What follows belongs to an exercise in optimizing a design on an open flow for small area; a production flow would make more cautious choices.
Function was not checked in any run shown here: the RTL went through the layout flow alone.
No activity file was given, so power comes from the tool's default toggle rates.

## flow/design.v (module list and top-level ports; edited modules follow where they fit)
// module pitch_table: 66 lines
// module synth_control: 71 lines
// module inc_core: 1299 lines
// module synth_axil_regs: 99 lines
// module oscillator: 35 lines
// module sine_core: 928 lines
// module phase_adder: 197 lines
// module pwm_modulator: 37 lines
// module midi_synth: 62 lines
module midi_synth #(
	parameter int sample_div = 16,
	parameter int pwm_bits = 8
) (
	input logic clock,
	input logic reset,
	input synth_pkg::axil_addr_t awaddr,
	input logic awvalid,
	output logic awready,
	input synth_pkg::axil_data_t wdata,
	input synth_pkg::axil_strb_t wstrb,
	input logic wvalid,
	output logic wready,
	output synth_pkg::axil_resp_t bresp,
	output logic bvalid,
	input logic bready,
	input synth_pkg::axil_addr_t araddr,
	input logic arvalid,
	output logic arready,
	output synth_pkg::axil_data_t rdata,
	output synth_pkg::axil_resp_t rresp,
	output logic rvalid,
	input logic rready,
	output logic audio_pwm,
	output logic audio_enable
);
  // ...
==> flow/run.sh <==
#!/bin/bash
# synth_recipe.tcl (not shown) runs the flow's synth.tcl, then flattens the netlist and writes it again
# the make line also repeats each setting of config.mk as NAME=value (left out here)
make -C /OpenROAD-flow-scripts/flow DESIGN_CONFIG=/design/flow/config.mk WORK_HOME=/design/flow/orfs CLKGATE_MAP_FILE= SYNTH_SCRIPT=/design/flow/synth_recipe.tcl finish
==> flow/config.mk <==
export PLATFORM = sky130hd
export DESIGN_NAME = midi_synth
export DESIGN_NICKNAME = midi_synth
export VERILOG_FILES = /design/flow/design.v
export SDC_FILE = /design/flow/constraint.sdc
export NUM_CORES = 4
export LEC_CHECK = 0
export CAP_MARGIN = 20
export CORE_MARGIN = 2
export CORE_UTILIZATION = 40
export SLEW_MARGIN = 20
==> flow/constraint.sdc <==
create_clock -name core_clock -period 12.0 [get_ports {clock}]
set_input_delay 2.4000 -clock core_clock [delete_from_list [all_inputs] [get_ports {clock}]]
set_output_delay 2.4000 -clock core_clock [all_outputs]
set_load 0.01 [all_outputs]
==> flow_metrics.tcl, run 1 <==
set metrics [dict create \
    outcome "complete, but fails checks" \
    so_faults "setup timing" \
    postSynth.asyncResetShare_pct 0 \
    largest_reg_flops 32 \
    area_growth_pct 24.54 \
    nonClkBufAreaFrac_pct 14.26 \
    reg2reg_slack_ns -0.81 \
    arrival_ns 13.09 \
    synth_simple_gate_area_share_pct 16.01 \
    multi_input_area_share_pct 61.85 \
    syn_area_per_cell_sq_um 8.458 \
    yosys.area.top_type "fa_1" \
    synth_common_cells "322 x inv_1, 268 x fa_1, 253 x nand2_1" \
    initial_core_util_pct 40.65 \
    whs_path_depth 1 \
    slowest_stage "fa_1" \
    m1WireLength_microns 26380 \
    use_met3_pct 2.758 \
    grt_start_max_net_pins 62 \
    final_cell_mix "318 x inv_1, 296 x buf_4, 250 x nand2_1, 247 x fa_1, 242 x nor2_1" \
    netSwitchingFraction_pct 43.82 \
    vias 16820 \
    final_util_pct 50.63 \
    route.met2.wl_microns 28510 \
    clk_latency_ns 0.42 \
    grt_pass1_wl_microns 97280 \
    sh_seq_area_pct 12.57 \
    ios 102 \
    reg2reg_from "u_control.cur_note[5]" \
    synth_top_family_by_area "adder cells" \
    top_layer_used "met4" \
    finalSetupViolCount 5 \
    dominant-cell-class "multi-input gates" \
    setup_slack_ns -0.8137 \
    p_seq_share_pct 21.7 \
    crit_path_start_kind "flop" \
]
==> run 2, diff against run 1 <==
--- a/flow/config.mk
+++ b/flow/config.mk
@@ -10,2 +10,3 @@
 export CORE_UTILIZATION = 40
+export GPL_TIMING_DRIVEN = 0
 export SLEW_MARGIN = 20
==> flow_metrics.tcl, run 2 <==
set metrics [dict create \
    outcome "complete, but fails checks" \
    so_faults "setup timing" \
    tritoncts "built" \
    top_regs "u_regs.rdata: 32 flops, u_control.increment: 24 flops, u_oscillator.phase: 24 flops" \
    period_share_pct 113.4 \
    postSynth.asyncResetShare_pct 0 \
    grt_pass1_wl_microns 100700 \
    synth_edf_count 42 \
    clk_latency_ns 0.42 \
    slowest_stage "fa_1" \
    power_uw 2410 \
    fin_skew_ns 0.01103 \
    gr-usage-met2_pct 47.15 \
    synthTopCellsByArea "fa_1 29%, dfxtp_1 8.8%, edfxtp_1 6.8%" \
    tns_ns -6.149 \
    grt_use_met1_pct 35.77 \
    final_cell_mix "318 x inv_1, 250 x nand2_1, 249 x fa_1, 244 x nor2_1, 105 x a21oi_1" \
    cpMostUsedCell "fa_2" \
    arrival_ns 13.89 \
    ys.flop_type "dfxtp_1" \
    ys_types 91 \
    cap_violations 0 \
    finalSetupViolCount 7 \
    cp-end-kind "flop" \
    critPathTopFamily "adder cells" \
    setup_slack_ns -1.603 \
    num_rows 78 \
    synth.most_common_cell "inv_1" \
    largest_reg_flops 32 \
    yosys_warnings 5 \
    intPower_uw 1300 \
    ys_seq_elements 123 \
    area_growth_pct 16.82 \
    grt_start_max_net_pins 28 \
    register_area_sq_um 2892 \
    synth_common_cells "322 x inv_1, 268 x fa_1, 253 x nand2_1" \
    place_congestion 0.9605 \
    final_hold_viol_count 0 \
    n_antenna_cell 0 \
    tightest_slew_ns 1.052 \
    dpl_cell_area_sq_um 20320 \
    core_area_sq_um 45480 \
    grt_pass1_vias 17080 \
    cp_slowest_stage_delay_ns 0.57 \
    cellLeakagePower_uw 0.009366 \
    routed_wl_microns 64170 \
    synth_sequential_area_ratio_pct 15.59 \
    initial_core_util_pct 40.65 \
    die_x_microns 219.0 \
    dieArea_sq_um 47960 \
    drt_iter0_markers 1579 \
    path_clk_slew_ns 0.06 \
    p_seq_share_pct 22.0 \
    crit_type "reg2reg" \
    overflow 0 \
    fillers 4459 \
    dr.pass1.iters 6 \
    ios 102 \
    crit_required_ns 12.28 \
    path_max_fanout 7 \
    fin_nets 2723 \
    combPwrFrac_pct 57.8 \
    ir_worst_vdd_mv 0.1387 \
    largest-register "u_regs.rdata" \
    wl_per_cell_microns 21.78 \
    vias_per_cell 5.669 \
    synth_top_area_share_pct 29.02 \
    rsz0062_at_grt "true" \
    drc_errors 0 \
    fp.dieH_microns 219.0 \
    post-route-min-period_ns 13.60 \
    cts_root_buffer "clkbuf_16" \
    syn_area_per_cell_sq_um 8.458 \
    pwr_density_cell_nw_per_um2 111.6 \
    use_met3_pct 2.938 \
    cts_max_level 4 \
    netlist_area_sq_um 18490 \
    busiest_layer "met2" \
    cts_buffer_depth 2 \
    netSwitchingFraction_pct 46.07 \
    syn_inst 2186 \
    globalRouteTotalUtil_pct 27.38 \
    cts-buffers-inserted 17 \
    holdCritPathClass "reg2reg" \
    crit_path_start_kind "flop" \
    ant_nets 0 \
    p_clk_share_pct 20.2 \
    drv_slew 0 \
    fmax_ghz 0.07351 \
    yosys.area.top_type "fa_1" \
    final_cell_area_sq_um 21600 \
    relSlewSlack_pct 29.25 \
    p_switching_uw 1110 \
    mostFrequentLayoutCell "inv_1" \
    place_hpwl_microns 51860 \
    multi_input_area_sq_um 14080 \
    cts.sinks 123 \
    drive_gt1_share_pct 10.23 \
    portBuffers 83 \
    antenna_found_initial 0 \
    path_buf_inv 13 \
    vias 16710 \
]
==> run 2: cell families (layout without fill, tap and decap cells) <==
kind of cell	count (synthesis)	in the layout	share of synthesized area [%]
and+or+nand+nor	674	674	16.01
xor gates and xnor gates	84	84	4.196
buffers and inverters	474	634	10.12
DFF	123	123	15.59
AOI/OAI and AO/OA	422	422	15.92
muxes	75	75	4.757
adders and majority gates	333	333	33.38
other	1	2	0.02028
==> run 2: metal layers <==
layer  wire [microns]  vias up
met5                0        -
met4             2428        0
met3             3984      137
met2            31260      698
met1            26500     8371
li1                 -     7500
==> run 2: what timing repair did <==
action | CTS | global route
setup endpoints to repair | 11 | 8
endpoints found under the hold margin | 0 | 0
hold buffers | 0 | 0
resized for setup | 63 | 34
buffers inserted | 40 | 6
pin swaps | 19 | 14
==> run 2: cell type report <==
cell class                      instances  area share (%)
Multi-Input combinational cell       1590           65.21
Sequential cell                       123           13.39
Inverter                              331           5.799
Timing Repair Buffer                  130           5.596
Buffer                                141           3.974
Tap cell                              600           3.476
Clock buffer                           17           1.970
Clock inverter                         15          0.5909
==> run 2: path summary, 6_finish.rpt <==
path                    startpoint                       to  slack (ns)  cells after the start
max reg2reg  u_control.cur_note[6]  u_control.increment[23]       -1.60                     58
min reg2reg         u_pwm.count[0]           u_pwm.count[0]        0.46                      1
min                 u_pwm.count[0]           u_pwm.count[0]        0.46                      1
max          u_control.cur_note[6]  u_control.increment[23]       -1.60                     58
==> run 2: power groups by stage <==
stage          clock (uW)  sequential (uW)  combinational [uW]
6_report              487              531                1390
3_3_place_gp            0              537                1370
2_1_floorplan           0              507                 816
5_1_grt               509              533                1550
3_5_place_dp            0              537                1380
4_1_cts               493              529                1400
==> run 2: per-stage QoR <==
stage               cells  util (%)  setup slack (ns)  hold WS (ns)
floorplan            2187         -            -1.315        0.4173
global placement     2870     44.63            -3.148        0.4322
detailed placement   2871     44.69            -3.163        0.4455
CTS                  2942     47.13            -1.613        0.4597
global route         2947     47.49            -1.975        0.4716
finish               2947     47.49            -1.603        0.4555

## separate check: timing with driven ports
The flow's constraints put no driver on any port. The routed layouts listed below were extracted and timed again, unchanged, in two steps. Step 1 sets driving cells, clkbuf_16 on the clock port and buf_2 on the other inputs (assumed; they add their load-dependent delay and slew). Step 2 adds t to the input delays and takes it off the output delays; t is the mean of the earliest and latest rising clock arrival at the registers after step 1. Input paths then give back, and output paths get back, about the clock's delay inside the block. a / b / c = no drivers / after step 1 / after step 2; a / b = the first two.
run | t, ns | setup WS [ns] | hold WS [ns] | worst setup path at the end | slew at the worst register clock pin (ns)
run 1 | 0.454 | -0.814 / -0.814 / -0.814 | 0.462 / 0.462 / 0.462 | register to register | 0.07 / 0.07
run 2 | 0.456 | -1.603 / -1.603 / -1.603 | 0.456 / 0.456 / 0.456 | register to register | 0.07 / 0.07
